Background: an optimization exercise with open tools, aiming at small area. Do not read the settings as production practice.
In this exercise RTL edits were held to simulation tests only and were not proved equivalent to the original.

==> try-fjord: inputs <==
## ecg_qrs_detector
module ecg_qrs_detector #(
    parameter int DIN_W       = 59,
    parameter int MWI_LEN     = 32,
    parameter int REFRACT_LEN = 50,
    parameter int MAX_ABOVE   = 64
) (
    input  logic                    clk,
    input  logic                    rst,
    input  logic signed [DIN_W-1:0] din,
    input  logic                    din_valid,
    input  logic [31:0]             thresh,
    output logic [31:0]             mwi_out,
    output logic                    mwi_valid,
    output logic                    qrs_valid,
    output logic [31:0]             qrs_peak,
    output logic [31:0]             qrs_idx
);
Settings: LEC_CHECK=0, CAP_MARGIN=20, CORE_MARGIN=2, CORE_UTILIZATION=55, PLACE_DENSITY=0.7, SLEW_MARGIN=20, SYNTH_HIERARCHICAL=1; clock period 10.0 ns.
standard.sh (not shown) runs the stock make flow with config.mk's settings and CLKGATE_MAP_FILE= SYNTH_SCRIPT=/design/flow/synth_recipe.tcl, a recipe that flattens the netlist after the stock synthesis.
==> flow/flow/run.sh <==
#!/bin/bash
# Layout flow: the standard flow (standard synthesis unchanged) with
# buf_1 port buffers and a clock tree of fewer, larger clusters without
# dummy loads. The whole ORFS output goes to standard.log (each step also
# keeps its own log under orfs/logs).
export BUFFER_PORTS_ARGS="-buffer_cell sky130_fd_sc_hd__buf_1"
export CTS_ARGS="-sink_clustering_enable -repair_clock_nets -dont_use_dummy_load -sink_clustering_size 16 -sink_clustering_max_diameter 60 -buf_list sky130_fd_sc_hd__clkbuf_8"
bash standard.sh > standard.log 2>&1
==> try-lagoon: changes against try-fjord <==
--- a/flow/flow/run.sh
+++ b/flow/flow/run.sh
@@ -6,3 +6,3 @@
 export BUFFER_PORTS_ARGS="-buffer_cell sky130_fd_sc_hd__buf_1"
-export CTS_ARGS="-sink_clustering_enable -repair_clock_nets -dont_use_dummy_load -sink_clustering_size 16 -sink_clustering_max_diameter 60 -buf_list sky130_fd_sc_hd__clkbuf_8"
+export CTS_ARGS="-sink_clustering_enable -repair_clock_nets -dont_use_dummy_load -sink_clustering_size 26 -sink_clustering_max_diameter 80 -buf_list sky130_fd_sc_hd__clkbuf_16"
 bash standard.sh > standard.log 2>&1
==> summary of the runs <==
- In via count, try-fjord and try-lagoon hardly differ.
- In try-fjord the final cell count is larger than in try-lagoon, by about 0.6%.
- Hold slack: try-fjord is higher than try-lagoon (28 ps).
- In synthesized cell count, try-lagoon and try-fjord do not differ.
- In global-route usage, try-lagoon and try-fjord hardly differ.
- Against try-fjord, the design area of try-lagoon is higher by about 0.46%.
- Critical path depth is the same in try-fjord and try-lagoon.
- Non-clock buffer count is the same in try-fjord and try-lagoon.

========
==> run a <==
ecg_qrs_detector, a different RTL version from the one above (not shown whole).
clock: 10.0 ns
lec_check: 0
cap_margin: 20
core_margin: 2
core_utilization: 55
place_density: 0.7
slew_margin: 20
synth_hierarchical: 1
==> flow/flow/run.sh <==
#!/bin/bash
# Layout flow: the standard flow (standard synthesis unchanged) with
# buf_1 port buffers and a clock tree of fewer, larger clusters without
# dummy loads. The whole ORFS output goes to standard.log (each step also
# keeps its own log under orfs/logs).
export BUFFER_PORTS_ARGS="-buffer_cell sky130_fd_sc_hd__buf_1"
export CTS_ARGS="-sink_clustering_enable -repair_clock_nets -dont_use_dummy_load -sink_clustering_size 16 -sink_clustering_max_diameter 60 -buf_list sky130_fd_sc_hd__clkbuf_8"
bash standard.sh > standard.log 2>&1
==> run b (differences from run a) <==
--- a/flow/design.v
+++ b/flow/design.v
@@ -274,16 +274,15 @@
     logic [14:0] d_p1n;            
     logic        vld_p1;
     logic [15:0] d_s1;
     logic [9:0]  d_c;
     assign d_s1[6:0] = d_p0[6:0];
     assign d_c[0]    = dpc;
     for (genvar i = 0; i < 9; i++) begin : g_dinc
-        assign d_s1[i+7] = d_p0[i+7] ^ d_c[i];
-        assign d_c[i+1]  = d_p0[i+7] & d_c[i];
+        ecg_ha u_ha (.a(d_p0[i+7]), .b(d_c[i]), .s(d_s1[i+7]), .co(d_c[i+1]));
     end
     always_ff @(posedge clk) d_p1n <= ~(d_s1[15] ? 15'(-d_s1) : d_s1[14:0]);
     logic [14:0] win [MWI_LEN];    
     logic        full;             
     logic [14:0] a_in, b_in;
     logic [34:0] sum;              
     logic [34:0] sum_next;
@@ -1662,38 +1661,42 @@
     logic [32:0] idx_c;
     logic [31:0] idx_inc;
     logic [26:0] pidx_b;
     logic [25:0] pidx_hi;
     logic [6:0]  cnt_c;
     logic [5:0]  cnt_inc;
     logic [6:0]  plo_b;
-    assign gt_thr[0] = 1'b0;
-    assign gt_pk[0]  = 1'b0;
+    logic [30:0] ge_thr, ge_pk;
+    wire  [29:0] nmwi = ~mwi;
+    assign ge_thr[0] = 1'b1;
+    assign ge_pk[0]  = 1'b1;
     for (genvar i = 0; i < 30; i++) begin : g_cmp
-        assign gt_thr[i+1] = (mwi[i] & ~thresh[i]) | (~(mwi[i] ^ thresh[i]) & gt_thr[i]);
-        assign gt_pk[i+1]  = (mwi[i] & ~peak[i])   | (~(mwi[i] ^ peak[i])   & gt_pk[i]);
+        assign ge_thr[i+1] = (thresh[i] & nmwi[i]) | (thresh[i] & ge_thr[i]) | (nmwi[i] & ge_thr[i]);
+        assign ge_pk[i+1]  = (peak[i] & nmwi[i])   | (peak[i] & ge_pk[i])    | (nmwi[i] & ge_pk[i]);
     end
+    assign gt_thr[30] = ~ge_thr[30];
+    assign gt_pk[30]  = ~ge_pk[30];
     assign idx_c[0] = mwi_valid;
     for (genvar i = 0; i < 32; i++) begin : g_idx
-        assign idx_inc[i] = idx[i] ^ idx_c[i];
-        assign idx_c[i+1] = idx[i] & idx_c[i];
+        ecg_ha u_ha (.a(idx[i]), .b(idx_c[i]), .s(idx_inc[i]), .co(idx_c[i+1]));
     end
     assign cnt_c[0] = 1'b1;
     for (genvar i = 0; i < 6; i++) begin : g_cnt
         assign cnt_inc[i] = cnt[i] ^ cnt_c[i];
         assign cnt_c[i+1] = cnt[i] & cnt_c[i];
     end
-    assign plo_b[0] = 1'b0;
+    wire [5:0] nplo = ~plo;
+    assign plo_b[0] = 1'b1;
     for (genvar i = 0; i < 6; i++) begin : g_plo
-        assign plo_b[i+1] = (~idx[i] & plo[i]) | (~(idx[i] ^ plo[i]) & plo_b[i]);
+        assign plo_b[i+1] = (idx[i] & nplo[i]) | (idx[i] & plo_b[i]) | (nplo[i] & plo_b[i]);
     end
     assign pidx_b[0] = plo_b[6];
     for (genvar i = 0; i < 26; i++) begin : g_pidx
-        assign pidx_hi[i]  = idx[i+6] ^ pidx_b[i];
-        assign pidx_b[i+1] = ~idx[i+6] & pidx_b[i];
+        assign pidx_hi[i]  = ~(idx[i+6] ^ pidx_b[i]);
+        assign pidx_b[i+1] = idx[i+6] | pidx_b[i];
     end
     assign above_thr = (thresh[31:30] == 2'b00) && gt_thr[30];
     assign gt_peak   = gt_pk[30];
     assign term      = &cnt;
     assign detect    = mwi_valid && (state == ABOVE) && (!above_thr || term);
     assign upd_above = above_thr && gt_peak;
     assign peak_fin  = upd_above ? mwi : peak;
==> flow/flow/run.sh (replaced) <==
#!/bin/bash
# Layout flow: the standard flow (standard synthesis unchanged) with
# buf_1 port buffers and a clock tree of fewer, larger clusters without
# dummy loads. The whole ORFS output goes to standard.log (each step also
# keeps its own log under orfs/logs).
export BUFFER_PORTS_ARGS="-buffer_cell sky130_fd_sc_hd__buf_1"
# skip the floorplan-stage timing repair on wire-load estimates; remove the
# synthesis buffers instead (placement-stage repair re-buffers as needed)
export REMOVE_ABC_BUFFERS=1
export CTS_ARGS="-sink_clustering_enable -repair_clock_nets -dont_use_dummy_load -sink_clustering_size 18 -sink_clustering_max_diameter 60 -buf_list sky130_fd_sc_hd__clkbuf_8"
bash standard.sh > standard.log 2>&1
CORE_UTILIZATION = 65   (was 55)
PLACE_DENSITY = 0.8   (was 0.7)
==> run c (differences from run a) <==
--- a/flow/design.v
+++ b/flow/design.v
@@ -274,16 +274,15 @@
     logic [14:0] d_p1n;            
     logic        vld_p1;
     logic [15:0] d_s1;
     logic [9:0]  d_c;
     assign d_s1[6:0] = d_p0[6:0];
     assign d_c[0]    = dpc;
     for (genvar i = 0; i < 9; i++) begin : g_dinc
-        assign d_s1[i+7] = d_p0[i+7] ^ d_c[i];
-        assign d_c[i+1]  = d_p0[i+7] & d_c[i];
+        ecg_ha u_ha (.a(d_p0[i+7]), .b(d_c[i]), .s(d_s1[i+7]), .co(d_c[i+1]));
     end
     always_ff @(posedge clk) d_p1n <= ~(d_s1[15] ? 15'(-d_s1) : d_s1[14:0]);
     logic [14:0] win [MWI_LEN];    
     logic        full;             
     logic [14:0] a_in, b_in;
     logic [34:0] sum;              
     logic [34:0] sum_next;
@@ -1662,38 +1661,42 @@
     logic [32:0] idx_c;
     logic [31:0] idx_inc;
     logic [26:0] pidx_b;
     logic [25:0] pidx_hi;
     logic [6:0]  cnt_c;
     logic [5:0]  cnt_inc;
     logic [6:0]  plo_b;
-    assign gt_thr[0] = 1'b0;
-    assign gt_pk[0]  = 1'b0;
+    logic [30:0] ge_thr, ge_pk;
+    wire  [29:0] nmwi = ~mwi;
+    assign ge_thr[0] = 1'b1;
+    assign ge_pk[0]  = 1'b1;
     for (genvar i = 0; i < 30; i++) begin : g_cmp
-        assign gt_thr[i+1] = (mwi[i] & ~thresh[i]) | (~(mwi[i] ^ thresh[i]) & gt_thr[i]);
-        assign gt_pk[i+1]  = (mwi[i] & ~peak[i])   | (~(mwi[i] ^ peak[i])   & gt_pk[i]);
+        assign ge_thr[i+1] = (thresh[i] & nmwi[i]) | (thresh[i] & ge_thr[i]) | (nmwi[i] & ge_thr[i]);
+        assign ge_pk[i+1]  = (peak[i] & nmwi[i])   | (peak[i] & ge_pk[i])    | (nmwi[i] & ge_pk[i]);
     end
+    assign gt_thr[30] = ~ge_thr[30];
+    assign gt_pk[30]  = ~ge_pk[30];
     assign idx_c[0] = mwi_valid;
     for (genvar i = 0; i < 32; i++) begin : g_idx
-        assign idx_inc[i] = idx[i] ^ idx_c[i];
-        assign idx_c[i+1] = idx[i] & idx_c[i];
+        ecg_ha u_ha (.a(idx[i]), .b(idx_c[i]), .s(idx_inc[i]), .co(idx_c[i+1]));
     end
     assign cnt_c[0] = 1'b1;
     for (genvar i = 0; i < 6; i++) begin : g_cnt
         assign cnt_inc[i] = cnt[i] ^ cnt_c[i];
         assign cnt_c[i+1] = cnt[i] & cnt_c[i];
     end
-    assign plo_b[0] = 1'b0;
+    wire [5:0] nplo = ~plo;
+    assign plo_b[0] = 1'b1;
     for (genvar i = 0; i < 6; i++) begin : g_plo
-        assign plo_b[i+1] = (~idx[i] & plo[i]) | (~(idx[i] ^ plo[i]) & plo_b[i]);
+        assign plo_b[i+1] = (idx[i] & nplo[i]) | (idx[i] & plo_b[i]) | (nplo[i] & plo_b[i]);
     end
     assign pidx_b[0] = plo_b[6];
     for (genvar i = 0; i < 26; i++) begin : g_pidx
-        assign pidx_hi[i]  = idx[i+6] ^ pidx_b[i];
-        assign pidx_b[i+1] = ~idx[i+6] & pidx_b[i];
+        assign pidx_hi[i]  = ~(idx[i+6] ^ pidx_b[i]);
+        assign pidx_b[i+1] = idx[i+6] | pidx_b[i];
     end
     assign above_thr = (thresh[31:30] == 2'b00) && gt_thr[30];
     assign gt_peak   = gt_pk[30];
     assign term      = &cnt;
     assign detect    = mwi_valid && (state == ABOVE) && (!above_thr || term);
     assign upd_above = above_thr && gt_peak;
     assign peak_fin  = upd_above ? mwi : peak;
==> flow/flow/run.sh (replaced) <==
#!/bin/bash
# Layout flow: the standard flow (standard synthesis unchanged) with
# buf_1 port buffers and a clock tree of fewer, larger clusters without
# dummy loads. The whole ORFS output goes to standard.log (each step also
# keeps its own log under orfs/logs).
export BUFFER_PORTS_ARGS="-buffer_cell sky130_fd_sc_hd__buf_1"
# skip the floorplan-stage timing repair on wire-load estimates; remove the
# synthesis buffers instead (placement-stage repair re-buffers as needed)
export REMOVE_ABC_BUFFERS=1
export CTS_ARGS="-sink_clustering_enable -repair_clock_nets -dont_use_dummy_load -sink_clustering_size 9 -sink_clustering_max_diameter 40 -buf_list sky130_fd_sc_hd__clkbuf_4"
bash standard.sh > standard.log 2>&1
CORE_UTILIZATION = 65   (was 55)
PLACE_DENSITY = 0.8   (was 0.7)
==> run d (differences from run a) <==
--- a/flow/design.v
+++ b/flow/design.v
@@ -274,16 +274,15 @@
     logic [14:0] d_p1n;            
     logic        vld_p1;
     logic [15:0] d_s1;
     logic [9:0]  d_c;
     assign d_s1[6:0] = d_p0[6:0];
     assign d_c[0]    = dpc;
     for (genvar i = 0; i < 9; i++) begin : g_dinc
-        assign d_s1[i+7] = d_p0[i+7] ^ d_c[i];
-        assign d_c[i+1]  = d_p0[i+7] & d_c[i];
+        ecg_ha u_ha (.a(d_p0[i+7]), .b(d_c[i]), .s(d_s1[i+7]), .co(d_c[i+1]));
     end
     always_ff @(posedge clk) d_p1n <= ~(d_s1[15] ? 15'(-d_s1) : d_s1[14:0]);
     logic [14:0] win [MWI_LEN];    
     logic        full;             
     logic [14:0] a_in, b_in;
     logic [34:0] sum;              
     logic [34:0] sum_next;
@@ -1662,38 +1661,42 @@
     logic [32:0] idx_c;
     logic [31:0] idx_inc;
     logic [26:0] pidx_b;
     logic [25:0] pidx_hi;
     logic [6:0]  cnt_c;
     logic [5:0]  cnt_inc;
     logic [6:0]  plo_b;
-    assign gt_thr[0] = 1'b0;
-    assign gt_pk[0]  = 1'b0;
+    logic [30:0] ge_thr, ge_pk;
+    wire  [29:0] nmwi = ~mwi;
+    assign ge_thr[0] = 1'b1;
+    assign ge_pk[0]  = 1'b1;
     for (genvar i = 0; i < 30; i++) begin : g_cmp
-        assign gt_thr[i+1] = (mwi[i] & ~thresh[i]) | (~(mwi[i] ^ thresh[i]) & gt_thr[i]);
-        assign gt_pk[i+1]  = (mwi[i] & ~peak[i])   | (~(mwi[i] ^ peak[i])   & gt_pk[i]);
+        assign ge_thr[i+1] = (thresh[i] & nmwi[i]) | (thresh[i] & ge_thr[i]) | (nmwi[i] & ge_thr[i]);
+        assign ge_pk[i+1]  = (peak[i] & nmwi[i])   | (peak[i] & ge_pk[i])    | (nmwi[i] & ge_pk[i]);
     end
+    assign gt_thr[30] = ~ge_thr[30];
+    assign gt_pk[30]  = ~ge_pk[30];
     assign idx_c[0] = mwi_valid;
     for (genvar i = 0; i < 32; i++) begin : g_idx
-        assign idx_inc[i] = idx[i] ^ idx_c[i];
-        assign idx_c[i+1] = idx[i] & idx_c[i];
+        ecg_ha u_ha (.a(idx[i]), .b(idx_c[i]), .s(idx_inc[i]), .co(idx_c[i+1]));
     end
     assign cnt_c[0] = 1'b1;
     for (genvar i = 0; i < 6; i++) begin : g_cnt
         assign cnt_inc[i] = cnt[i] ^ cnt_c[i];
         assign cnt_c[i+1] = cnt[i] & cnt_c[i];
     end
-    assign plo_b[0] = 1'b0;
+    wire [5:0] nplo = ~plo;
+    assign plo_b[0] = 1'b1;
     for (genvar i = 0; i < 6; i++) begin : g_plo
-        assign plo_b[i+1] = (~idx[i] & plo[i]) | (~(idx[i] ^ plo[i]) & plo_b[i]);
+        assign plo_b[i+1] = (idx[i] & nplo[i]) | (idx[i] & plo_b[i]) | (nplo[i] & plo_b[i]);
     end
     assign pidx_b[0] = plo_b[6];
     for (genvar i = 0; i < 26; i++) begin : g_pidx
-        assign pidx_hi[i]  = idx[i+6] ^ pidx_b[i];
-        assign pidx_b[i+1] = ~idx[i+6] & pidx_b[i];
+        assign pidx_hi[i]  = ~(idx[i+6] ^ pidx_b[i]);
+        assign pidx_b[i+1] = idx[i+6] | pidx_b[i];
     end
     assign above_thr = (thresh[31:30] == 2'b00) && gt_thr[30];
     assign gt_peak   = gt_pk[30];
     assign term      = &cnt;
     assign detect    = mwi_valid && (state == ABOVE) && (!above_thr || term);
     assign upd_above = above_thr && gt_peak;
     assign peak_fin  = upd_above ? mwi : peak;
==> flow/flow/run.sh (replaced) <==
#!/bin/bash
# Layout flow: the standard flow (standard synthesis unchanged) with
# buf_1 port buffers and a clock tree of fewer, larger clusters without
# dummy loads. The whole ORFS output goes to standard.log (each step also
# keeps its own log under orfs/logs).
export BUFFER_PORTS_ARGS="-buffer_cell sky130_fd_sc_hd__buf_1"
# skip the floorplan-stage timing repair on wire-load estimates; remove the
# synthesis buffers instead (placement-stage repair re-buffers as needed)
export REMOVE_ABC_BUFFERS=1
export CTS_ARGS="-sink_clustering_enable -repair_clock_nets -dont_use_dummy_load -sink_clustering_size 22 -sink_clustering_max_diameter 50 -buf_list sky130_fd_sc_hd__clkbuf_8"
bash standard.sh > standard.log 2>&1
CORE_UTILIZATION = 75   (was 55)
PLACE_DENSITY = 0.88   (was 0.7)
==> impl_metrics.ini <==
[status]
status = timing/DRC/antenna clean

[routing]
maxUsedRoutingLayer = met4

[die]
fp.dieArea_um2 = 47990
rows = 78

[placement]
place_ws_ns = 1.892
dp_hpwl_mm = 48.00

[global_route]
use_met1 = 0.3930

[critical_path]
worstPathMaxFanout = 20

[final_layout]
n_all_buffers = 201
That was run d.
==> impl_metrics.ini <==
[status]
status = timing/DRC/antenna clean

[global_route]
use_met1 = 0.3356

[routing]
maxUsedRoutingLayer = met4

[critical_path]
worstPathMaxFanout = 5

[die]
fp.dieArea_um2 = 55230

[placement]
dp_hpwl_mm = 44.18

[timing]
finalSetupViolCount = 0

[logic_synthesis]
synthTopCellsByCount = 586 x edfxtp_1, 294 x fa_1, 211 x nand2_1
That was run b.
==> impl_metrics.ini <==
[clocking]
cts.sinks = 761

[status]
status = timing/DRC/antenna clean

[placement]
place_ws_ns = 1.892
dp_hpwl_mm = 46.18

[global_route]
use_met1 = 0.2927

[die]
fp.dieArea_um2 = 66060
rows = 92

[final_layout]
inv_count = 180
n_all_buffers = 206
That was run a.
==> impl_metrics.ini <==
[status]
status = timing/DRC/antenna clean

[placement]
dp_hpwl_mm = 44.18

[final_layout]
n_all_buffers = 206

[critical_path]
worstPathMaxFanout = 5
That was run c.

[what the ideal ports hide]
No port has a modelled driver above. Below, the same layouts with a new extraction and two added sets of constraints. Step 1 assumes that a clkbuf_16 drives the clock port and a buf_2 every other input. Step 2 also shifts input and output timing later by t, the mid clock arrival at the registers, as if the neighbouring blocks saw the same clock. Three values: ideal, step 1, step 2; two values: the first two.
run | t (ns) | setup slack, ns | worst setup path at the end | pins driven straight from the clock port
try-fjord | 0.718 | 1.315 / 1.315 / 1.315 | register to register | 1
try-lagoon | 0.627 | 1.306 / 1.306 / 1.306 | register to register | 1
run a | 0.714 | 1.836 / 1.836 / 1.836 | register to register | 1
run b | 0.688 | 1.948 / 1.898 / 2.182 | register to register | 1
run c | 0.891 | 1.790 / 1.738 / 2.161 | register to register | 1
run d | 0.714 | 1.807 / 1.807 / 1.807 | register to register | 1
After both steps setup and hold are still met in every run listed.
